What follows belongs to an exercise in optimizing a design on an open flow for small area, a short achievable clock period and few clock cycles per item; a production flow would make more cautious choices. In this exercise RTL edits were held to simulation tests only and were not proved equivalent to the original.

$ cat flow/run.sh
#!/bin/bash
# synth_recipe.tcl (not shown) runs the flow's synth.tcl, then flattens the netlist and writes it again
# the make line also repeats each setting of config.mk as NAME=value (left out here)
make -C /OpenROAD-flow-scripts/flow DESIGN_CONFIG=/design/flow/config.mk WORK_HOME=/design/flow/orfs CLKGATE_MAP_FILE= SYNTH_SCRIPT=/design/flow/synth_recipe.tcl finish
$ cat flow/config.mk
export PLATFORM = sky130hd
export DESIGN_NAME = tilt_orientation_qualifier_core
export DESIGN_NICKNAME = tilt_orientation_qualifier_core
export VERILOG_FILES = /design/flow/design.v
export SDC_FILE = /design/flow/constraint.sdc
export NUM_CORES = 4
export LEC_CHECK = 0
export CAP_MARGIN = 20
export CORE_MARGIN = 2
export CORE_UTILIZATION = 40
export SLEW_MARGIN = 20
export SYNTH_HIERARCHICAL = 1
$ cat flow/constraint.sdc
create_clock -name core_clock -period 10.5 [get_ports {clk}]
set_input_delay 2.1000 -clock core_clock [delete_from_list [all_inputs] [get_ports {clk}]]
set_output_delay 2.1000 -clock core_clock [all_outputs]
set_load 0.01 [all_outputs]
$ cat flow/design.v
package tlt_pkg;
    localparam int SAMPLE_WIDTH = 16;
    localparam int TIME_W       = 32;
    localparam int PROD_W       = SAMPLE_WIDTH + 10;
    localparam int IN_TDATA_W   = ((TIME_W + 2 * SAMPLE_WIDTH + 7) / 8) * 8;
    localparam int IN_PAD_W     = IN_TDATA_W - TIME_W - 2 * SAMPLE_WIDTH;
    localparam int OUT_TDATA_W  = 8;
    localparam int MT_W         = 27;
    localparam int MT_NG        = 1 + (MT_W - 1 - 8) / 2;
    localparam logic [1:0] REG_TILT_THRESHOLD = 2'd0;
    localparam logic [1:0] REG_AXIS_MARGIN    = 2'd1;
    localparam logic [1:0] REG_POLL_INTERVAL  = 2'd2;
    localparam logic [1:0] REG_STABLE_TIME    = 2'd3;
    localparam logic [14:0] TILT_THRESHOLD_RST = 15'd4096;
    localparam logic [9:0]  AXIS_MARGIN_RST    = 10'd320;
    localparam logic [15:0] POLL_INTERVAL_RST  = 16'd100;
    localparam logic [15:0] STABLE_TIME_RST    = 16'd300;
    typedef struct packed {
        logic [14:0] tilt_level;
        logic [9:0]  axis_margin_q8;
        logic [15:0] poll_interval_ms;
        logic [15:0] hold_ms;
    } tlt_cfg_t;
    typedef struct packed {
        logic       ambiguous;
        logic [1:0] quadrant;
    } tlt_class_t;
    typedef struct packed {
        logic [1:0] quadrant;
        logic       changed;
    } tlt_result_t;
endpackage
import tlt_pkg::*;
module tlt_carry #(parameter int W = 16)
(
    input  logic [W-1:0] a,
    input  logic [W-1:0] b,
    input  logic         ci,
    output logic         co
);
    logic [W:0] g;
    logic [W:0] p;
    always_comb
    begin
        g = {a & b, ci};
        p = {a | b, 1'b0};
        for (int d = 1; d <= W; d = d * 2)
            for (int i = W; i >= d; i--)
            begin
                g[i] = g[i] | (p[i] & g[i-d]);
                p[i] = p[i] & p[i-d];
            end
        co = g[W];
    end
endmodule
module tlt_inc #(parameter int W = 16)
(
    input  logic [W-1:0] a,
    input  logic         ci,
    output logic [W:0]   y
);
    logic [W:0] c;
    always_comb
    begin
        c = {a, ci};
        for (int d = 1; d <= W; d = d * 2)
            for (int i = W; i >= d; i--)
                c[i] = c[i] & c[i-d];
        for (int i = 0; i < W; i++)
            y[i] = a[i] ^ (i == 0 ? ci : c[i == 0 ? 0 : i]);
        y[W] = c[W];
    end
endmodule
module tlt_margin_tree
(
    input  logic [14:0]       pu,
    input  logic              ps,
    input  logic [14:0]       qu,
    input  logic              qs,
    input  logic [9:0]        m,
    output logic [MT_NG-1:0]  grp_g,
    output logic [MT_NG-1:0]  grp_p,
    output logic              top_x
);
    localparam int W = MT_W;
    logic [W-1:0] r [13];
    logic [W-1:0] a0, a1, a2, a3, a4, a5, a6, a7;
    logic [W-1:0] b0, b1, b2, b3, b4, b5;
    logic [W-1:0] e0, e1, e2, e3;
    logic [W-1:0] g0, g1, h0, h1;
    logic [W-2:0] bg;
    logic [W-2:0] bp;
    always_comb
    begin
        for (int i = 0; i < 10; i++)
            r[i] = W'({15{m[i]}} & pu) << i;
        r[10] = ps ? W'(m) : '0;
        r[11] = {{(W-23){1'b1}}, ~qu, 8'd0};
        r[12] = W'({!qs, 8'd0});
    end
    assign a0 = r[0] ^ r[1] ^ r[2];
    assign a1 = {((r[0][W-2:0] & r[1][W-2:0]) | (r[0][W-2:0] & r[2][W-2:0]) | (r[1][W-2:0] & r[2][W-2:0])), 1'b0};
    assign a2 = r[3] ^ r[4] ^ r[5];
    assign a3 = {((r[3][W-2:0] & r[4][W-2:0]) | (r[3][W-2:0] & r[5][W-2:0]) | (r[4][W-2:0] & r[5][W-2:0])), 1'b0};
    assign a4 = r[6] ^ r[7] ^ r[8];
    assign a5 = {((r[6][W-2:0] & r[7][W-2:0]) | (r[6][W-2:0] & r[8][W-2:0]) | (r[7][W-2:0] & r[8][W-2:0])), 1'b0};
    assign a6 = r[9] ^ r[10] ^ r[11];
    assign a7 = {((r[9][W-2:0] & r[10][W-2:0]) | (r[9][W-2:0] & r[11][W-2:0]) | (r[10][W-2:0] & r[11][W-2:0])), 1'b0};
    assign b0 = a0 ^ a1 ^ a2;
    assign b1 = {((a0[W-2:0] & a1[W-2:0]) | (a0[W-2:0] & a2[W-2:0]) | (a1[W-2:0] & a2[W-2:0])), 1'b0};
    assign b2 = a3 ^ a4 ^ a5;
    assign b3 = {((a3[W-2:0] & a4[W-2:0]) | (a3[W-2:0] & a5[W-2:0]) | (a4[W-2:0] & a5[W-2:0])), 1'b0};
    assign b4 = a6 ^ a7 ^ r[12];
    assign b5 = {((a6[W-2:0] & a7[W-2:0]) | (a6[W-2:0] & r[12][W-2:0]) | (a7[W-2:0] & r[12][W-2:0])), 1'b0};
    assign e0 = b0 ^ b1 ^ b2;
    assign e1 = {((b0[W-2:0] & b1[W-2:0]) | (b0[W-2:0] & b2[W-2:0]) | (b1[W-2:0] & b2[W-2:0])), 1'b0};
    assign e2 = b3 ^ b4 ^ b5;
    assign e3 = {((b3[W-2:0] & b4[W-2:0]) | (b3[W-2:0] & b5[W-2:0]) | (b4[W-2:0] & b5[W-2:0])), 1'b0};
    assign g0 = e0 ^ e1 ^ e2;
    assign g1 = {((e0[W-2:0] & e1[W-2:0]) | (e0[W-2:0] & e2[W-2:0]) | (e1[W-2:0] & e2[W-2:0])), 1'b0};
    assign h0 = g0 ^ g1 ^ e3;
    assign h1 = {((g0[W-2:0] & g1[W-2:0]) | (g0[W-2:0] & e3[W-2:0]) | (g1[W-2:0] & e3[W-2:0])), 1'b0};
    assign bg = h0[W-2:0] & h1[W-2:0];
    assign bp = h0[W-2:0] | h1[W-2:0];
    tlt_carry #(8) u_low (.a(h0[7:0]), .b(h1[7:0]), .ci(1'b0), .co(grp_g[0]));
    assign grp_p[0] = 1'b0;
    for (genvar j = 1; j < MT_NG; j++)
    begin : g_grp
        assign grp_g[j] = bg[2*j+7] | (bp[2*j+7] & bg[2*j+6]);
        assign grp_p[j] = bp[2*j+7] & bp[2*j+6];
    end
    assign top_x = h0[W-1] ^ h1[W-1];
endmodule
module tlt_margin_sign
(
    input  logic [MT_NG-1:0] grp_g,
    input  logic [MT_NG-1:0] grp_p,
    input  logic             top_x,
    output logic             flag
);
    logic c_top;
    tlt_carry #(MT_NG) u_top (.a(grp_g), .b(grp_g | grp_p), .ci(1'b0), .co(c_top));
    assign flag = top_x ^ c_top;
endmodule
module tlt_classify_prep
(
    input  logic signed [SAMPLE_WIDTH-1:0] accel_x,
    input  logic signed [SAMPLE_WIDTH-1:0] accel_y,
    input  logic                           big_m,      
    output logic [SAMPLE_WIDTH-2:0]        pu,
    output logic                           ps,
    output logic [SAMPLE_WIDTH-2:0]        qu,
    output logic                           qs,
    output logic                           sx,
    output logic                           sy,
    output logic                           y_big,      
    output logic                           both_zero
);
    logic [SAMPLE_WIDTH-2:0] ux;
    logic [SAMPLE_WIDTH-2:0] uy;
    logic [SAMPLE_WIDTH-2:0] fu;
    logic                    fs;
    logic [SAMPLE_WIDTH-2:0] su;
    logic                    ss;
    assign sx = accel_x[SAMPLE_WIDTH-1];
    assign sy = accel_y[SAMPLE_WIDTH-1];
    assign ux = accel_x[SAMPLE_WIDTH-2:0] ^ {(SAMPLE_WIDTH-1){sx}};
    assign uy = accel_y[SAMPLE_WIDTH-2:0] ^ {(SAMPLE_WIDTH-1){sy}};
    tlt_carry #(SAMPLE_WIDTH-1) u_cmp (.a(uy), .b(~ux), .ci(sy | !sx), .co(y_big));
    assign both_zero = (accel_x == '0) && (accel_y == '0);
    assign fu = big_m ? ux : uy;
    assign fs = big_m ? sx : sy;
    assign su = big_m ? uy : ux;
    assign ss = big_m ? sy : sx;
    assign pu = y_big ? fu : su;
    assign ps = y_big ? fs : ss;
    assign qu = y_big ? su : fu;
    assign qs = y_big ? ss : fs;
endmodule
module tlt_classify
(
    input  logic [SAMPLE_WIDTH-2:0] pu,
    input  logic                    ps,
    input  logic [SAMPLE_WIDTH-2:0] qu,
    input  logic                    qs,
    input  logic                    sx,
    input  logic                    sy,
    input  logic                    y_big,
    input  logic                    both_zero,
    input  tlt_pkg::tlt_cfg_t       cfg,
    output logic [MT_NG-1:0]        grp_g,
    output logic [MT_NG-1:0]        grp_p,
    output logic                    top_x,
    output tlt_pkg::tlt_class_t     cls0,      
    output tlt_pkg::tlt_class_t     cls1       
);
    logic                    big_m;
    logic [SAMPLE_WIDTH-2:0] lu;
    logic                    ls;
    logic [SAMPLE_WIDTH-1:0] lv;
    logic                    not_below;
    logic [1:0]              quad_x;
    logic [1:0]              quad_y;
    assign big_m = |cfg.axis_margin_q8[9:8];
    tlt_margin_tree u_mt (
        .pu    (pu),
        .ps    (ps),
        .qu    (qu),
        .qs    (qs),
        .m     (cfg.axis_margin_q8),
        .grp_g (grp_g),
        .grp_p (grp_p),
        .top_x (top_x)
    );
    assign lu = big_m ? qu : pu;
    assign ls = big_m ? qs : ps;
    tlt_inc #(SAMPLE_WIDTH-1) u_inc (.a(lu), .ci(ls), .y(lv));
    tlt_carry #(SAMPLE_WIDTH) u_thr (.a(lv), .b(~{1'b0, cfg.tilt_level}), .ci(1'b1), .co(not_below));
    assign quad_y = sy ? 2'd1 : 2'd3;
    assign quad_x = sx ? 2'd2 : 2'd0;
    always_comb
    begin
        cls0.ambiguous = !not_below || big_m || both_zero;
        cls0.quadrant  = y_big ? quad_y : quad_x;
        cls1.ambiguous = !not_below || (!big_m && both_zero);
        cls1.quadrant  = (y_big || !big_m) ? quad_y : quad_x;
    end
endmodule
import tlt_pkg::*;
module tlt_since
(
    input  logic [31:0] now,
    input  logic [31:0] since,
    input  logic [15:0] lim,
    output logic        ok
);
    logic [31:0] ns;
    logic [15:0] nl;
    logic [15:0] s;
    logic [15:0] k;
    logic        b;
    logic        kk;
    logic        ok_lo;
    logic [15:0] x;
    logic [15:0] o;
    logic [15:0] z;
    logic        hi_zero;
    assign ns = ~since;
    assign nl = ~lim;
    tlt_carry #(16) u_b (.a(now[15:0]), .b(ns[15:0]), .ci(1'b1), .co(b));
    assign s = now[15:0] ^ ns[15:0] ^ nl;
    assign k = (now[15:0] & ns[15:0]) | (now[15:0] & nl) | (ns[15:0] & nl);
    tlt_carry #(15) u_kk (.a(s[15:1]), .b(k[14:0]), .ci(1'b1), .co(kk));
    assign ok_lo = b ? (k[15] & kk) : (k[15] | kk);
    assign x = now[31:16] ^ ns[31:16];
    assign o = now[31:16] | ns[31:16];
    always_comb
    begin
        z[0] = x[0] == b;
        for (int i = 1; i < 16; i++)
            z[i] = x[i] == o[i-1];
    end
    assign hi_zero = &z;
    assign ok = !hi_zero || ok_lo;
endmodule
module tlt_qualify
(
    input  logic              clk,
    input  logic              rst_n,
    input  logic              fire,         
    input  logic [TIME_W-1:0] now_ms,       
    input  logic              fire_q,       
    input  logic              sample_ok,    
    input  tlt_pkg::tlt_class_t        cls,          
    input  tlt_pkg::tlt_cfg_t          cfg,
    output tlt_pkg::tlt_result_t       res           
);
    logic [1:0]        committed_reg;
    logic [1:0]        committed_next;
    logic [1:0]        pending_reg;
    logic [1:0]        pending_next;
    logic [TIME_W-1:0] start_reg;
    logic [TIME_W-1:0] last_reg;
    logic              take_reg;
    logic              poll_ok;
    logic              hold_ok;
    logic              take;
    logic              set_start;
    logic              changed;
    tlt_since u_poll (.now(now_ms), .since(last_reg), .lim(cfg.poll_interval_ms), .ok(poll_ok));
    assign take = fire && poll_ok;
    always_ff @(posedge clk or negedge rst_n)
    begin
        if (!rst_n)
            last_reg <= '0;
        else if (take)
            last_reg <= now_ms;
    end
    always_ff @(posedge clk)
    begin
        take_reg <= take;
    end
    tlt_since u_hold (.now(last_reg), .since(start_reg), .lim(cfg.hold_ms), .ok(hold_ok));
    always_comb
    begin
        committed_next = committed_reg;
        pending_next   = pending_reg;
        set_start      = 1'b0;
        changed        = 1'b0;
        if (fire_q && take_reg && sample_ok)
        begin
            if (cls.ambiguous || (cls.quadrant == committed_reg))
            begin
                pending_next = committed_reg;
            end
            else if (cls.quadrant != pending_reg)
            begin
                pending_next = cls.quadrant;
                set_start    = 1'b1;
            end
            else if (hold_ok)
            begin
                committed_next = cls.quadrant;
                changed        = 1'b1;
            end
        end
    end
    assign res.quadrant = committed_next;
    assign res.changed  = changed;
    always_ff @(posedge clk or negedge rst_n)
    begin
        if (!rst_n)
        begin
            committed_reg <= 2'd0;
            pending_reg   <= 2'd0;
        end
        else
        begin
            committed_reg <= committed_next;
            pending_reg   <= pending_next;
        end
    end
    always_ff @(posedge clk or negedge rst_n)
    begin
        if (!rst_n)
            start_reg <= '0;
        else if (set_start)
            start_reg <= last_reg;
    end
endmodule
import tlt_pkg::*;
module tilt_orientation_qualifier_core
(
    input  logic                   clk,
    input  logic                   rst_n,
    input  logic                   s_tvalid,
    output logic                   s_tready,
    input  logic [IN_TDATA_W-1:0]  s_tdata,    
    input  logic                   s_tuser,    
    output logic                   m_tvalid,
    input  logic                   m_tready,
    output logic [OUT_TDATA_W-1:0] m_tdata,    
    output logic                   m_tuser,    
    input  logic                   psel,
    input  logic                   penable,
    input  logic                   pwrite,
    input  logic [3:0]             paddr,
    input  logic [31:0]            pwdata,
    output logic [31:0]            prdata,
    output logic                   pready
);
    localparam int QD = 4;    
    tlt_pkg::tlt_cfg_t cfg_reg;
    logic [15:0]       rd_reg;
    logic                    v0_reg;
    logic [TIME_W-1:0]       now0_reg;
    logic                    ok0_reg;
    logic [SAMPLE_WIDTH-2:0] pu0_reg;
    logic                    ps0_reg;
    logic [SAMPLE_WIDTH-2:0] qu0_reg;
    logic                    qs0_reg;
    logic                    sx0_reg;
    logic                    sy0_reg;
    logic                    ybig0_reg;
    logic                    zero0_reg;
    logic                    v1_reg;
    logic                    ok1_reg;
    logic [MT_NG-1:0]        grp_g1_reg;
    logic [MT_NG-1:0]        grp_p1_reg;
    logic                    top_x1_reg;
    tlt_pkg::tlt_class_t     cls0_1_reg;
    tlt_pkg::tlt_class_t     cls1_1_reg;
    logic [QD-1:0]           qv_reg;
    logic [3*QD-1:0]         qd_reg;    
    logic [QD:0]             qv_up;
    logic [3*QD+2:0]         qd_up;
    logic [QD-1:0]           qv_sh;
    logic [3*QD-1:0]         qd_sh;
    logic [QD-1:0]           q_put;
    logic [2:0]              cnt_reg;
    logic                    rdy_reg;
    logic                    accept;
    logic                    pop;
    logic                    cfg_wr;
    logic [SAMPLE_WIDTH-2:0] pu;
    logic                    ps;
    logic [SAMPLE_WIDTH-2:0] qu;
    logic                    qs;
    logic                    sx;
    logic                    sy;
    logic                    y_big;
    logic                    both_zero;
    logic [MT_NG-1:0]        grp_g;
    logic [MT_NG-1:0]        grp_p;
    logic                    top_x;
    tlt_pkg::tlt_class_t     cls0;
    tlt_pkg::tlt_class_t     cls1;
    logic                    flag;
    tlt_pkg::tlt_class_t     cls;
    tlt_pkg::tlt_result_t    res;
    logic [2:0]              cnt_next;
    assign pready = 1'b1;
    assign cfg_wr = psel && penable && pwrite;
    always_ff @(posedge clk or negedge rst_n)
    begin
        if (!rst_n)
        begin
            cfg_reg.tilt_level       <= TILT_THRESHOLD_RST;
            cfg_reg.axis_margin_q8   <= AXIS_MARGIN_RST;
            cfg_reg.poll_interval_ms <= POLL_INTERVAL_RST;
            cfg_reg.hold_ms          <= STABLE_TIME_RST;
        end
        else if (cfg_wr)
        begin
            case (paddr[3:2])
                REG_TILT_THRESHOLD: cfg_reg.tilt_level       <= pwdata[14:0];
                REG_AXIS_MARGIN:    cfg_reg.axis_margin_q8   <= pwdata[9:0];
                REG_POLL_INTERVAL:  cfg_reg.poll_interval_ms <= pwdata[15:0];
                default:            cfg_reg.hold_ms          <= pwdata[15:0];
            endcase
        end
    end
    always_ff @(posedge clk)
    begin
        case (paddr[3:2])
            REG_TILT_THRESHOLD: rd_reg <= 16'(cfg_reg.tilt_level);
            REG_AXIS_MARGIN:    rd_reg <= 16'(cfg_reg.axis_margin_q8);
            REG_POLL_INTERVAL:  rd_reg <= cfg_reg.poll_interval_ms;
            default:            rd_reg <= cfg_reg.hold_ms;
        endcase
    end
    assign prdata = {16'd0, rd_reg};
    assign s_tready = rdy_reg;
    assign accept   = s_tvalid && rdy_reg;
    tlt_classify_prep u_prep (
        .accel_x (s_tdata[TIME_W +: SAMPLE_WIDTH]),
        .accel_y (s_tdata[TIME_W + SAMPLE_WIDTH +: SAMPLE_WIDTH]),
        .big_m     (|cfg_reg.axis_margin_q8[9:8]),
        .pu        (pu),
        .ps        (ps),
        .qu        (qu),
        .qs        (qs),
        .sx        (sx),
        .sy        (sy),
        .y_big     (y_big),
        .both_zero (both_zero)
    );
    always_ff @(posedge clk or negedge rst_n)
    begin
        if (!rst_n)
        begin
            v0_reg <= 1'b0;
            v1_reg <= 1'b0;
        end
        else
        begin
            v0_reg <= accept;
            v1_reg <= v0_reg;
        end
    end
    always_ff @(posedge clk)
    begin
        now0_reg <= s_tdata[TIME_W-1:0];
        ok0_reg  <= s_tuser;
        pu0_reg   <= pu;
        ps0_reg   <= ps;
        qu0_reg   <= qu;
        qs0_reg   <= qs;
        sx0_reg   <= sx;
        sy0_reg   <= sy;
        ybig0_reg <= y_big;
        zero0_reg <= both_zero;
    end
    tlt_classify u_classify (
        .pu        (pu0_reg),
        .ps        (ps0_reg),
        .qu        (qu0_reg),
        .qs        (qs0_reg),
        .sx        (sx0_reg),
        .sy        (sy0_reg),
        .y_big     (ybig0_reg),
        .both_zero (zero0_reg),
        .cfg       (cfg_reg),
        .grp_g     (grp_g),
        .grp_p     (grp_p),
        .top_x     (top_x),
        .cls0      (cls0),
        .cls1      (cls1)
    );
    always_ff @(posedge clk)
    begin
        ok1_reg  <= ok0_reg;
        grp_g1_reg <= grp_g;
        grp_p1_reg <= grp_p;
        top_x1_reg <= top_x;
        cls0_1_reg <= cls0;
        cls1_1_reg <= cls1;
    end
    tlt_margin_sign u_sign (
        .grp_g (grp_g1_reg),
        .grp_p (grp_p1_reg),
        .top_x (top_x1_reg),
        .flag  (flag)
    );
    assign cls = flag ? cls1_1_reg : cls0_1_reg;
    tlt_qualify u_qualify (
        .clk       (clk),
        .rst_n     (rst_n),
        .fire      (v0_reg),
        .now_ms    (now0_reg),
        .fire_q    (v1_reg),
        .sample_ok (ok1_reg),
        .cls       (cls),
        .cfg       (cfg_reg),
        .res       (res)
    );
    assign pop = qv_reg[0] && m_tready;
    always_comb
    begin
        qv_up  = {1'b0, qv_reg};
        qd_up  = {3'b000, qd_reg};
        qv_sh  = pop ? qv_up[QD:1] : qv_reg;
        qd_sh  = pop ? qd_up[3*QD+2:3] : qd_reg;
        for (int i = 0; i < QD; i++)
            q_put[i] = v1_reg && !qv_sh[i] && (i == 0 || qv_sh[i == 0 ? 0 : i - 1]);
    end
    always_ff @(posedge clk or negedge rst_n)
    begin
        if (!rst_n)
            qv_reg <= '0;
        else
            qv_reg <= qv_sh | q_put;
    end
    always_ff @(posedge clk)
    begin
        for (int i = 0; i < QD; i++)
            qd_reg[3*i +: 3] <= q_put[i] ? {res.changed, res.quadrant} : qd_sh[3*i +: 3];
    end
    assign cnt_next = cnt_reg + 3'(accept) - 3'(pop);
    always_ff @(posedge clk or negedge rst_n)
    begin
        if (!rst_n)
        begin
            cnt_reg <= '0;
            rdy_reg <= 1'b0;
        end
        else
        begin
            cnt_reg <= cnt_next;
            rdy_reg <= (cnt_next < 3'(QD));
        end
    end
    assign m_tvalid = qv_reg[0];
    assign m_tdata  = {(OUT_TDATA_W - 2)'(0), qd_reg[1:0]};
    assign m_tuser  = qd_reg[2];
endmodule
==> run summary, run 1 <==
Flop2flop setup slack = 6.34 ns
CP peak stage delay = 0.89 ns
Antenna fix cells = 0
Max Transition Viols Final = 0
Number of buffers inserted during clock tree synthesis = 28
Worst clock skew = 0.0342 ns
Maximum clock frequency = 0.199 GHz
Global-route congestion overflow total = 0
Slew at the pin closest to its max-slew limit = 0.911 ns
Final hold vios = 0
Starting density of the core = 0.406
PortBufs = 110
Data arrival, critical path = 5.53 ns
Number of antenna violations at the first check in global routing = 2
Number of I/O pins = 152
Slowest cell on the critical path = clkdlybuf4s50_1
Chip Height = 221 um
Global routing usage summed across all routing layers = 0.175
Last weighted congestion value of the routability-driven placer = 0.817
Number of buffers and inverters on the critical path = 2
Worst setup EP type = flip-flop
Final-layout setup total negative slack = 0 ns
Number of synthesized flops with an enable pin = 12
Layout overhead on the synthesized area = 12.6%
Top delay family on crit path = buffers and inverters
Number of placement rows = 79
Chip Width = 221 um
Critical Path Start Type = primary input
Clk Tree Root Cell = clkbuf_16
Portion of the clock cycle consumed by the worst path in the final layout = 0.479
Period minus WS final = 5.03 ns
CP Class = in2reg
Total of cells resized after clock tree synthesis = 0
Number of distinct standard cells referenced by the synthesized netlist = 83
CP required = 11.00 ns
Cell-by-cell listing of the critical path = clkdlybuf4s50_1 -> xnor2_1 -> o22ai_1 -> nor2_1 -> o2111ai_2 -> o22ai_1 -> a211o_1 -> xor2_2 -> buf_4 -> nor2_1 -> a21oi_2
Tightest Hold Check Type = reg2reg
TritonCTS clock tree = yes
Detailed Route Iter0 Violations = 504
Total via count in the routed design = 12600
Layout cell share with drive strength beyond 1 = 0.121
Levels on crit path = 11
Layout net count = 2235
Pin count of the biggest net entering global routing = 71
Number of levels in the clock H-tree = 1
Post-Synthesis Mean Instance Area = 10.7 um^2
Wire length of the first global-routing pass = 69.4 mm
Core outline area = 46600 um^2
Result of the run = complete, no violations
Worst-skew pair later-pin latency = 0.57 ns
CTS Hold Buffers Added = 0
Total Die Area = 49000 um^2
Post-synthesis instance area = 18900 um^2
Final setup violation count = 0
Proportion of synthesized flip-flops having asynchronous set or reset = 0.517
Sink Count = 261
Filler cell count = 4330
Unrepaired setup endpoints after global routing = false
Vias per inst = 5.03
Clock-pin slew of the registers on the worst-case setup and hold paths = 0.06 ns
Residual antenna-violating net count after detailed routing = 0
Top_reg_cell synth = dfrtp_1
Critical path endpoint = qu0_reg[3]
Number of register bits inferred by synthesis = 261
Routed Wire Length = 42.1 mm
Number of flip-flops under the largest register name = 57
Half-perimeter wire length of the detailed placement result = 32.8 mm
Yosys warning count = 17
Worst flop-to-flop path endpoint = grp_g1_reg[2]
Max-cap violation count = 0
Synthesized netlist cell count = 1772
Buffer levels on the longest clock path = 3
Routed length per placed instance = 16.8 um
Via count of the first global-routing pass = 13300
Post-detailed-route DRC marker count = 0
Seq/Total Area, Yosys = 0.319
Post-CTS setup buffer count = 0
WHS Path Cells = 0
Worst relative slew slack = 0.391
Post-Route Utilization = 0.457
Critical path startpoint = s_tdata[47]
Startpoint of the worst-slack reg-to-reg timing path = cfg_reg[39]
Maximum net fanout on the critical path = 26
Depth of the worst register-to-register path = 9
First drt pass iteration count = 5
## layer usage
metal  wire length (um)  track usage  up-vias
met1              19000        0.229     6352
met2              20600        0.304      197
met3               1740       0.0268       48
met4                737       0.0401        4
li1                   -            -     5986
met5                 26            0        -
## cell type report
type / instances / area [um^2] / share of cell area
flip-flops and latches: 261 / 6030 / 0.284
clock buffers: 42 / 856 / 0.0402
clock inverters: 10 / 62.6 / 0.00294
inverters: 283 / 1060 / 0.0499
multi-input cells: 1182 / 11400 / 0.534
well taps: 607 / 759 / 0.0357
repair buffers: 116 / 1140 / 0.0537
## cells in the final DEF (no fill, tap or decap), types with 8 or more instances in the layout
master	Yosys	routed
dfxtp_1	114	114
o22a_1	9	9
clkbuf_16	0	30
inv_1	282	282
o21ai_1	10	10
mux4_2	10	10
a21oi_1	54	54
nor3_1	17	17
dfrtp_1	125	125
and2_1	100	100
mux2_2	51	51
xnor2_1	44	44
ha_1	97	97
a22o_1	12	12
conb_1	7	39
a22oi_1	14	14
nand2_1	92	92
xor2_1	30	30
o21ai_0	22	22
clkdlybuf4s50_1	0	108
dfstp_2	10	10
fa_1	158	158
o22ai_1	32	32
edfxtp_1	12	12
or2_1	13	13
xor2_2	9	9
a31oi_1	30	30
nand3_1	9	9
o211ai_1	9	9
a21oi_2	18	18
mux2_1	71	71
nand2b_1	8	8
nor2_1	82	82
mux2_4	38	38
nor4_1	10	10
## per-module statistics from Yosys, one instance, submodules excluded, excerpt
module                           flops+latches  cells  copies in the design  cell area (um^2)
tlt_margin_tree                              0    563                     1              5130
tlt_since                                    0    105                     2               886
tlt_classify                                 0     41                     1               358
tlt_qualify                                 69    158                     1              2770
tlt_margin_sign                              0     12                     1              75.1
tlt_classify_prep                            0    126                     1               893
tilt_orientation_qualifier_core            192    372                     1              6030
## Yosys cell counts, types with 12 or more instances
master    count  share of area
edfxtp_1     12          0.019
o22ai_1      32          0.011
ha_1         97          0.064
or2_1        13         0.0043
nor2_1       82          0.016
fa_1        158           0.17
a31oi_1      30         0.0099
mux2_1       71          0.042
and2_1      100          0.033
a21oi_1      54          0.014
inv_1       282          0.056
nand2_1      92          0.018
nor3_1       17         0.0045
buf_4        43          0.017
buf_2        16         0.0042
xnor2_1      44          0.020
mux2_2       51          0.030
a22oi_1      14         0.0056
a22o_1       12         0.0056
mux2_4       38          0.030
a21oi_2      18         0.0083
dfrtp_1     125           0.17
o21ai_0      22         0.0058
xor2_1       30          0.014
dfxtp_1     114           0.12
## through the flow
step	area (um^2)	setup WS [ns]	hold slack, ns	instances
final	21300	5.47	0.329	2501
after global placement	20400	4.67	0.313	2449
after floorplan	19000	6.34	0.310	1804
after detailed placement	20400	4.93	0.319	2449
after CTS	21300	5.49	0.331	2501
after global routing	21300	5.22	0.334	2501
## cells by family (layout without fill, tap and decap cells)
group,after synthesis,count (layout),synth area share
DFF,261,261,0.319
buffers and inverters,361,451,0.0861
muxes,173,173,0.116
and+or+nand+nor,372,372,0.107
AOI/OAI and AO/OA,255,255,0.0935
adders and majority gates,259,259,0.234
other,7,39,0.00139
xor gates and xnor gates,84,84,0.0429
## worst min path at each step
stage | start | end | slack [ns]
floorplan | ok0_reg | ok1_reg | 0.31
global placement | ok0_reg | ok1_reg | 0.31
detailed placement | ok0_reg | ok1_reg | 0.32
CTS | ok0_reg | ok1_reg | 0.33
global route | ok0_reg | ok1_reg | 0.33
finish | ok0_reg | ok1_reg | 0.33
Testbench counts, summed over its fixed seeds: cycles 16,024, items 16,000.
==> inputs of run 2 (changes only) <==
==> flow/flow/run.sh (new file) <==
#!/bin/bash
# Standard layout, with plain buf_1 port buffers and timing repair aimed 7 ns
# below the clock period.
set -euo pipefail
bash standard.sh SETUP_SLACK_MARGIN=7 'BUFFER_PORTS_ARGS=-buffer_cell sky130_fd_sc_hd__buf_1' finish > standard_flow.log 2>&1
==> flow/standard.sh (new file) <==
#!/bin/bash
# synth_recipe.tcl (not shown) runs the flow's synth.tcl, then flattens the netlist and writes it again
# the make line also repeats each setting of config.mk as NAME=value (left out here)
make -C /OpenROAD-flow-scripts/flow DESIGN_CONFIG=/design/flow/config.mk WORK_HOME=/design/flow/orfs CLKGATE_MAP_FILE= SYNTH_SCRIPT=/design/flow/synth_recipe.tcl "${@:-finish}"
removed: flow/run.sh
==> run 2 against run 1 <==
Net effect: core utilization up 5.0 points; critical path depth up 4; cell area up 11%; first-iteration DRC count up 53%; non-clock buffer count up 101; register-to-register slack better by 0.27 ns; clock skew down 0.0069 ns; hold slack worse by 0.0012 ns; final cell count up 4.3%.
==> run summary, run 2 <==
Portion of the clock cycle consumed by the worst path in the final layout = 0.376 (-0.103)
Via count of the first global-routing pass = 14300 (+7.1%)
Cell taking the most area after synthesis = fa_1
Top library cells by usage in the layout, fill and taps aside = 261 x inv_1, 141 x fa_1, 110 x dfrtp_1, 105 x dfxtp_1, 101 x buf_1
Number of register bits inferred by synthesis = 261 (unchanged)
PortBufs = 110 (unchanged)
Worst clock skew = 0.0273 ns (-0.00688 ns)
Total via count in the routed design = 13500 (+7.0%)
Chip Height = 221 um (unchanged)
Startpoint of the worst-slack reg-to-reg timing path = cfg_reg[40]
Depth of the worst register-to-register path = 10 (+1)
Post-Synthesis Mean Instance Area = 10.7 um^2 (unchanged)
Seq/Total Area, Yosys = 0.319 (unchanged)
Unrepaired setup endpoints after global routing = true
Endpoint, Worst Hold = ok1_reg
Number of distinct standard cells referenced by the synthesized netlist = 83 (unchanged)
Critical Path Start Type = primary input
Clock-pin slew of the registers on the worst-case setup and hold paths = 0.06 ns (about the same)
Chip Width = 221 um (unchanged)
Buffer levels on the longest clock path = 3 (unchanged)
Total Die Area = 49000 um^2 (unchanged)
Half-perimeter wire length of the detailed placement result = 32.2 mm (-1.8%)
Worst relative slew slack = 0.408 (+0.0172)
Worst setup EP type = flip-flop
Number of I/O pins = 152 (unchanged)
Library cell with the highest instance count after synthesis = inv_1
Layout cell share with drive strength beyond 1 = 0.275 (+0.154)
CTS Hold Buffers Added = 0 (unchanged)
Proportion of synthesized flip-flops having asynchronous set or reset = 0.517 (unchanged)
Synthesized netlist cell count = 1772 (unchanged)
Routed length per placed instance = 18.6 um (+10%)
Number of antenna violations at the first check in global routing = 4 (+2)
Data arrival, critical path = 4.45 ns (-1.08 ns)
Sink Count = 261 (unchanged)
Max-cap violation count = 0 (unchanged)
Most common cell after layout, fill and taps aside = inv_1
CP required = 11.01 ns (about the same)
Starting density of the core = 0.406 (unchanged)
Maximum clock frequency = 0.253 GHz (+27%)
Worst Hold Slack = 0.328 ns (-0.00119 ns)
Vias per inst = 5.16 (+2.5%)
Flop2flop setup slack = 6.61 ns (+0.27 ns)
TritonCTS clock tree = yes
Final-layout setup total negative slack = 0 ns (unchanged)
Yosys warning count = 17 (unchanged)
Critical path startpoint = s_tdata[47]
Worst-skew pair later-pin latency = 0.58 ns (about the same)
Wire length of the first global-routing pass = 76.9 mm (+11%)
Top-area cell type share of the netlist area = 0.167 (unchanged)
Core outline area = 46600 um^2 (unchanged)
Tightest Hold Check Type = reg2reg
Number of synthesized flops with an enable pin = 12 (unchanged)
Final hold vios = 0 (unchanged)
Number of placement rows = 79 (unchanged)
Top_reg_cell synth = dfrtp_1
Layout overhead on the synthesized area = 24.8%
Number of levels in the clock H-tree = 1 (unchanged)
Detailed Route Iter0 Violations = 773 (+53%)
Worst flop-to-flop path endpoint = grp_g1_reg[4]
Period minus WS final = 3.95 ns (-1.08 ns)
Global routing usage summed across all routing layers = 0.196 (+0.0209)
Final setup violation count = 0 (unchanged)
First drt pass iteration count = 7 (+2)
Maximum net fanout on the critical path = 8 (-69%)
Most numerous cell types in the synthesized netlist = 282 x inv_1, 158 x fa_1, 125 x dfrtp_1, 114 x dfxtp_1, 100 x and2_1
Result of the run = complete, no violations
Global-route congestion overflow total = 0 (unchanged)
Residual antenna-violating net count after detailed routing = 0 (unchanged)
Slew at the pin closest to its max-slew limit = 0.888 ns (-0.0229 ns)
Hold path start = ok0_reg
Max Transition Viols Final = 0 (unchanged)
Cell types with the largest area share after synthesis = fa_1 17%, dfrtp_1 17%, dfxtp_1 12%
CP Class = in2reg
Clk Tree Root Cell = clkbuf_16
Routed Wire Length = 48.4 mm (+15%)
Number of flip-flops under the largest register name = 57 (unchanged)
Layout net count = 2339 (+4.7%)
Last weighted congestion value of the routability-driven placer = 0.868 (+6.3%)
Pin count of the biggest net entering global routing = 77 (+8.5%)
Number of buffers inserted during clock tree synthesis = 30 (+7.1%)
WHS Path Cells = 0 (unchanged)
Post-synthesis instance area = 18900 um^2 (unchanged)
Post-detailed-route DRC marker count = 0 (unchanged)
-- run 2: cell types whose count changed in the layout (fill, tap and decap cells not counted), sizes merged --
cell / change
buf: +203
clkdlybuf4s50: -108
clkbuf: +12
bufinv: +2
clkinv: -2
diode: +2
clkinvlp: -1
inv: -1
nand3b: +1
-- run 2: cell families after synthesis --
logic type	share of synthesized area
simple gates	0.107
buf+inv	0.0861
flops	0.319
fa+ha+maj	0.234
compound gates	0.0935
mux	0.116
xor+xnor	0.0429
other cells	0.00139
-- run 2: repair_timing --
action,4_1_cts,5_1_grt
setup buffers,63,20
gates cloned,17,0
pin swaps,64,60
endpoints found under the setup margin,132,158
gates resized for setup,221,138
-- run 2: stage by stage --
step	utilization	instances	setup slack (ns)	instance area, um^2
final	0.507	2609	6.55	23600
after global routing	0.507	2608	6.44	23600
after CTS	0.492	2587	6.66	22900
after detailed placement	0.427	2451	5.52	19900
after global placement	0.427	2451	5.57	19900
after floorplan	-	1804	6.46	19300
-- run 2: Yosys stat by module, one instance, submodules excluded, excerpt --
module / times used / cells inside / flops+latches / area, um^2
tlt_margin_sign: 1 / 12 / 0 / 75.1
tilt_orientation_qualifier_core: 1 / 372 / 192 / 6030
tlt_classify: 1 / 41 / 0 / 358
tlt_classify_prep: 1 / 126 / 0 / 893
tlt_margin_tree: 1 / 563 / 0 / 5130
tlt_since: 2 / 105 / 0 / 886
tlt_qualify: 1 / 158 / 69 / 2770
-- run 2: layout make-up --
class / count / area [um^2]
Antenna cell: 2 / 5.00
Clock buffer: 48 / 1040
Clock inverter: 8 / 100
Fill cell: 4037 / 23000
Inverter: 283 / 1070
Multi-Input combinational cell: 1183 / 12700
Sequential cell: 261 / 6090
Tap cell: 607 / 759
Timing Repair Buffer: 217 / 1840
-- run 2: critical path: stages --
cell and delay, ns:
buf_12 0.12, buf_16 0.15, xnor2_4 0.17, a22oi_2 0.22
o211ai_1 0.17, a21oi_2 0.19, o22ai_2 0.10, a211o_1 0.30
buf_6 0.15, xnor2_4 0.13, buf_6 0.13, buf_8 0.13
buf_12 0.12, buf_16 0.14, a21oi_2 0.12
-- run 2: worst max path at each step --
stage                               end  slack, ns  cells after the start
final                        pu0_reg[4]       6.55                     15
after global routing          qd_reg[0]       6.44                     14
after CTS                 grp_g1_reg[1]       6.66                     11
after detailed placement     qu0_reg[1]       5.52                     11
after global placement       qu0_reg[1]       5.57                     11
after floorplan              pu0_reg[5]       6.46                     12
-- run 2: layer usage --
metal | vias to the layer above | track usage | share of wire
met5 | - | 0 | 0.00027
met1 | 6795 | 0.258 | 0.44
li1 | 6217 | - | -
met2 | 348 | 0.324 | 0.47
met4 | 2 | 0.0656 | 0.032
met3 | 101 | 0.0370 | 0.058
==> inputs of run 3 (changes only) <==
--- a/flow/design.v
+++ b/flow/design.v
@@ -166,7 +166,13 @@
     assign sy = accel_y[SAMPLE_WIDTH-1];
     assign ux = accel_x[SAMPLE_WIDTH-2:0] ^ {(SAMPLE_WIDTH-1){sx}};
     assign uy = accel_y[SAMPLE_WIDTH-2:0] ^ {(SAMPLE_WIDTH-1){sy}};
-    tlt_carry #(SAMPLE_WIDTH-1) u_cmp (.a(uy), .b(~ux), .ci(sy | !sx), .co(y_big));
+    logic c_ge;
+    logic c_add;
+    tlt_carry #(SAMPLE_WIDTH-1) u_ge  (.a(accel_y[SAMPLE_WIDTH-2:0]), .b(~accel_x[SAMPLE_WIDTH-2:0]),
+                                       .ci(1'b1), .co(c_ge));
+    tlt_carry #(SAMPLE_WIDTH-1) u_add (.a(accel_y[SAMPLE_WIDTH-2:0]), .b(accel_x[SAMPLE_WIDTH-2:0]),
+                                       .ci(1'b0), .co(c_add));
+    assign y_big = (sx ^ sy) ? (c_add ^ sy) : (c_ge ^ sx);
     assign both_zero = (accel_x == '0) && (accel_y == '0);
     assign fu = big_m ? ux : uy;
     assign fs = big_m ? sx : sy;
@@ -371,7 +377,7 @@
 );
     localparam int QD = 4;    
     tlt_pkg::tlt_cfg_t cfg_reg;
-    logic [15:0]       rd_reg;
+    logic [1:0]        rd_sel_reg;
     logic                    v0_reg;
     logic [TIME_W-1:0]       now0_reg;
     logic                    ok0_reg;
@@ -442,14 +448,17 @@
     end
     always_ff @(posedge clk)
     begin
-        case (paddr[3:2])
-            REG_TILT_THRESHOLD: rd_reg <= 16'(cfg_reg.tilt_level);
-            REG_AXIS_MARGIN:    rd_reg <= 16'(cfg_reg.axis_margin_q8);
-            REG_POLL_INTERVAL:  rd_reg <= cfg_reg.poll_interval_ms;
-            default:            rd_reg <= cfg_reg.hold_ms;
+        rd_sel_reg <= paddr[3:2];
+    end
+    always_comb
+    begin
+        case (rd_sel_reg)
+            REG_TILT_THRESHOLD: prdata = 32'(cfg_reg.tilt_level);
+            REG_AXIS_MARGIN:    prdata = 32'(cfg_reg.axis_margin_q8);
+            REG_POLL_INTERVAL:  prdata = 32'(cfg_reg.poll_interval_ms);
+            default:            prdata = 32'(cfg_reg.hold_ms);
         endcase
     end
-    assign prdata = {16'd0, rd_reg};
     assign s_tready = rdy_reg;
     assign accept   = s_tvalid && rdy_reg;
     tlt_classify_prep u_prep (
==> flow/flow/run.sh (replaced) <==
#!/bin/bash
# Standard layout, with plain buf_1 port buffers and timing repair aimed 6 ns
# below the clock period.
set -euo pipefail
bash standard.sh SETUP_SLACK_MARGIN=6 'BUFFER_PORTS_ARGS=-buffer_cell sky130_fd_sc_hd__buf_1' finish > standard_flow.log 2>&1
==> run 3 against run 2 <==
Net effect: flip-flop and latch count decreased by 14; sequential share of layout area increased by 2.1 points; clock skew decreased by 0.012 ns; critical path type unchanged; first-iteration DRC count decreased by 34%; fmax decreased by 7.4%; synthesized cell count increased by 0.40%; cell area decreased by 13%.
==> run summary, run 3 <==
Result of the run = complete, no violations
Global routing usage summed across all routing layers = 0.178 (-0.0180)
Wire length of the first global-routing pass = 70.9 mm (-7.8%)
Chip Height = 221 um (-0.12%)
Slowest cell on the critical path = mux2_2
Sink Count = 247 (-5.4%)
Layout net count = 2248 (-3.9%)
Worst relative slew slack = 0.370 (-0.0378)
Worst-skew pair later-pin latency = 0.56 ns (-0.02 ns)
Total via count in the routed design = 12800 (-4.9%)
Top library cells by usage in the layout, fill and taps aside = 297 x inv_1, 158 x fa_1, 125 x dfrtp_1, 123 x mux2_2, 109 x buf_1
Most utilized layer in the global route result = met2
Unrepaired setup endpoints after global routing = false
Number of flip-flops under the largest register name = 57 (unchanged)
Number of buffers inserted during clock tree synthesis = 29 (-3.3%)
Depth of the worst register-to-register path = 11 (+1)
Cell-by-cell listing of the critical path = buf_1 -> inv_1 -> a22oi_2 -> o211ai_1 -> a21oi_1 -> o22ai_1 -> a211o_1 -> or2_2 -> a211o_1 -> o2111ai_4 -> buf_8 -> mux2_2
Proportion of synthesized flip-flops having asynchronous set or reset = 0.547 (+0.0293)
Data arrival, critical path = 4.72 ns (+0.27 ns)
Maximum net fanout on the critical path = 31 (+23)
Routed Wire Length = 42.2 mm (-13%)
Most numerous cell types in the synthesized netlist = 297 x inv_1, 158 x fa_1, 125 x dfrtp_1, 123 x mux2_2
Top-area cell type share of the netlist area = 0.168 (+0.000411)
Clock-pin slew of the registers on the worst-case setup and hold paths = 0.06 ns (about the same)
Post-Synthesis Mean Instance Area = 10.6 um^2 (-0.64%)
Worst clock skew = 0.0149 ns (-0.0123 ns)
Synthesized netlist cell count = 1779 (+0.40%)
Top_reg_cell synth = dfrtp_1
Post-detailed-route DRC marker count = 0 (unchanged)
Cell types with the largest area share after synthesis = fa_1 17%, dfrtp_1 17%, dfxtp_1 11%
Clk Tree Root Cell = clkbuf_16
Worst setup EP type = flip-flop
Area of all sequential standard cells = 5750 um^2 (-5.5%)
CP most frequent cell = a211o_1
Max Transition Viols Final = 0 (unchanged)
Seq/Total Area, Yosys = 0.305 (-0.0141)
Endpoint, Worst Hold = ok1_reg
Max-cap violation count = 0 (unchanged)
CTS Hold Buffers Added = 0 (unchanged)
Worst flop-to-flop path endpoint = grp_g1_reg[1]
Post-synthesis instance area = 18900 um^2 (-0.24%)
Portion of the clock cycle consumed by the worst path in the final layout = 0.406 (+0.0303)
Tightest Hold Check Type = reg2reg
Via count of the first global-routing pass = 13700 (-4.3%)
Critical Path Start Type = primary input
Detailed Route Iter0 Violations = 508 (-34%)
Number of cells after detailed placement = 2461 (+0.41%)
Starting density of the core = 0.405 (-0.000994)
Hold path start = ok0_reg
Core outline area = 46600 um^2 (unchanged)
Startpoint of the worst-slack reg-to-reg timing path = cfg_reg[40]
CP required = 10.95 ns (-0.06 ns)
Global-route track usage on met3 = 0.0374 (+0.000398)
Cell taking the most area after synthesis = fa_1
WHS Path Cells = 0 (unchanged)
Number of placement rows = 79 (unchanged)
Routed length per placed instance = 16.8 um (-9.5%)
CP peak stage delay = 0.37 ns (+0.07 ns)
Most common cell after layout, fill and taps aside = inv_1
Buffer levels on the longest clock path = 3 (unchanged)
Library cell with the highest instance count after synthesis = inv_1
PortBufs = 110 (unchanged)
Residual antenna-violating net count after detailed routing = 0 (unchanged)
Last weighted congestion value of the routability-driven placer = 0.837 (-3.7%)
Non-filler instance count after layout = 2515 (-3.6%)
Final setup violation count = 0 (unchanged)
Final-layout setup total negative slack = 0 ns (unchanged)
Chip Width = 221 um (-0.12%)
Number of register bits inferred by synthesis = 247 (-5.4%)
Global-route congestion overflow total = 0 (unchanged)
Layout cell share with drive strength beyond 1 = 0.146 (-0.129)
Yosys warning count = 17 (unchanged)
CP Class = in2reg
Vias per inst = 5.09 (-1.4%)
Layout overhead on the synthesized area = 9.29%
Half-perimeter wire length of the detailed placement result = 33.0 mm (+2.3%)
Filler cell count = 4423 (+9.6%)
Final hold vios = 0 (unchanged)
GR met1 Demand/Resource = 0.237 (-0.0207)
Post-Route Utilization = 0.443 (-0.0641)
Area taken by multi-input logic gates = 11600 um^2 (-8.7%)
TritonCTS clock tree = yes
Pin count of the biggest net entering global routing = 52 (-32%)
Slew at the pin closest to its max-slew limit = 0.943 ns (+0.0558 ns)
Number of distinct standard cells referenced by the synthesized netlist = 83 (unchanged)
Number of synthesized flops with an enable pin = 12 (unchanged)
Met2 routing resource usage after global routing = 0.295 (-0.0283)
First drt pass iteration count = 4 (-3)
Period minus WS final = 4.27 ns (+0.318 ns)
Maximum clock frequency = 0.234 GHz (-7.4%)
Number of antenna violations at the first check in global routing = 6 (+2)
Number of I/O pins = 152 (unchanged)
Number of levels in the clock H-tree = 1 (unchanged)
Total Die Area = 48900 um^2 (-0.24%)
Flop2flop setup slack = 6.34 ns (-0.27 ns)
==> run 3: through the flow <==
stage                     hold WS [ns]  setup slack (ns)  instance area (um^2)
after CTS                        0.334              6.09                 20600
after global placement           0.330              5.52                 19700
final                            0.330              6.23                 20600
after detailed placement         0.328              5.50                 19700
after global routing             0.339              6.04                 20600
after floorplan                  0.310              6.33                 19000
==> run 3: worst max-delay path by stage <==
stage | slack [ns] | start | end | cells past startpoint
detailed placement | 5.50 | s_tdata[36] | qu0_reg[14] | 12
floorplan | 6.33 | s_tdata[36] | pu0_reg[14] | 11
global placement | 5.52 | s_tdata[39] | qu0_reg[14] | 12
CTS | 6.09 | s_tdata[36] | qu0_reg[14] | 12
global route | 6.04 | s_tdata[39] | qu0_reg[14] | 12
finish | 6.23 | s_tdata[36] | qu0_reg[14] | 12
==> run 3: worst max-delay path, delay by kind of cell <==
kind	cells	cell delay, ns
multiplexers	1	0.37
AND/OR/NAND/NOR	1	0.33
AO/OA/AOI/OAI	7	1.27
buffers and inverters	3	0.65
==> run 3: modules after synthesis, one instance, submodules excluded, a selection <==
module,times used,area [um^2],cells,flip-flops and latches
tlt_classify_prep,1,930,117,0
tlt_qualify,1,2770,158,69
tilt_orientation_qualifier_core,1,5740,357,178
tlt_margin_tree,1,5130,563,0
tlt_classify,1,358,41,0
tlt_margin_sign,1,75.1,12,0
tlt_since,2,886,105,0
==> run 3: kinds of logic after synthesis <==
family,count (synthesis),share of synthesized area
AO/OA/AOI/OAI,254,0.0951
AND/OR/NAND/NOR,351,0.104
multiplexers,204,0.133
XOR/XNOR,83,0.0386
other,9,0.00179
adder cells (fa/ha/maj),260,0.235
buffers and inverters,371,0.0870
flip-flops,247,0.305
==> run 3: routing by layer <==
layer	wire length, um	vias up	share of wire
li1	-	6077	-
met1	19300	6422	0.46
met2	19700	231	0.47
met3	2320	61	0.055
met4	863	8	0.020
met5	55	-	0.0013
==> run 3: what timing repair did <==
action | in CTS | in global routing
setup buffers | 0 | 0
setup endpoints to repair | 10 | 2
resized for setup | 1 | 3
pin swaps | 0 | 0
==> run 3: area by class of cell <==
type / instances / share of cell area
Timing Repair Buffer: 117 / 0.0231
Tap cell: 607 / 0.0369
Antenna cell: 2 / 0.000243
Multi-Input combinational cell: 1193 / 0.562
Clock inverter: 6 / 0.00213
Inverter: 297 / 0.0541
Clock buffer: 46 / 0.0423
Sequential cell: 247 / 0.279
Testbench counts of run 3, summed over its fixed seeds: cycles 16,024, items 16,000.

[port drivers added, routing unchanged]
No port has a modelled driver above. Below, the same layouts with a new extraction and two added sets of constraints.
Step 1 (the two cells are an assumption about what drives the block):
set clk [get_ports {clk}]
set_driving_cell -lib_cell sky130_fd_sc_hd__clkbuf_16 $clk
set_driving_cell -lib_cell sky130_fd_sc_hd__buf_2 [delete_from_list [all_inputs] $clk]
Step 2 times the ports against the registers' clock, not the clock port: input delays grow and output delays shrink by t, the midpoint of the rising clock arrivals with the driver on.
a / b / c = ideal ports / drivers / drivers and shift; a / b = the first two.
run	t, ns	setup WS [ns]	hold slack, ns
run 1	0.609	5.474 / 5.495 / 4.885	0.329 / 0.329 / 0.329
run 2	0.618	6.552 / 6.547 / 5.929	0.328 / 0.328 / 0.328
run 3	0.607	6.234 / 6.261 / 5.656	0.330 / 0.330 / 0.330
After both steps every run listed still meets setup and hold. The setup slack of run 2, which loses most, moves by -0.005 ns with the drivers and by -0.623 ns with both steps.
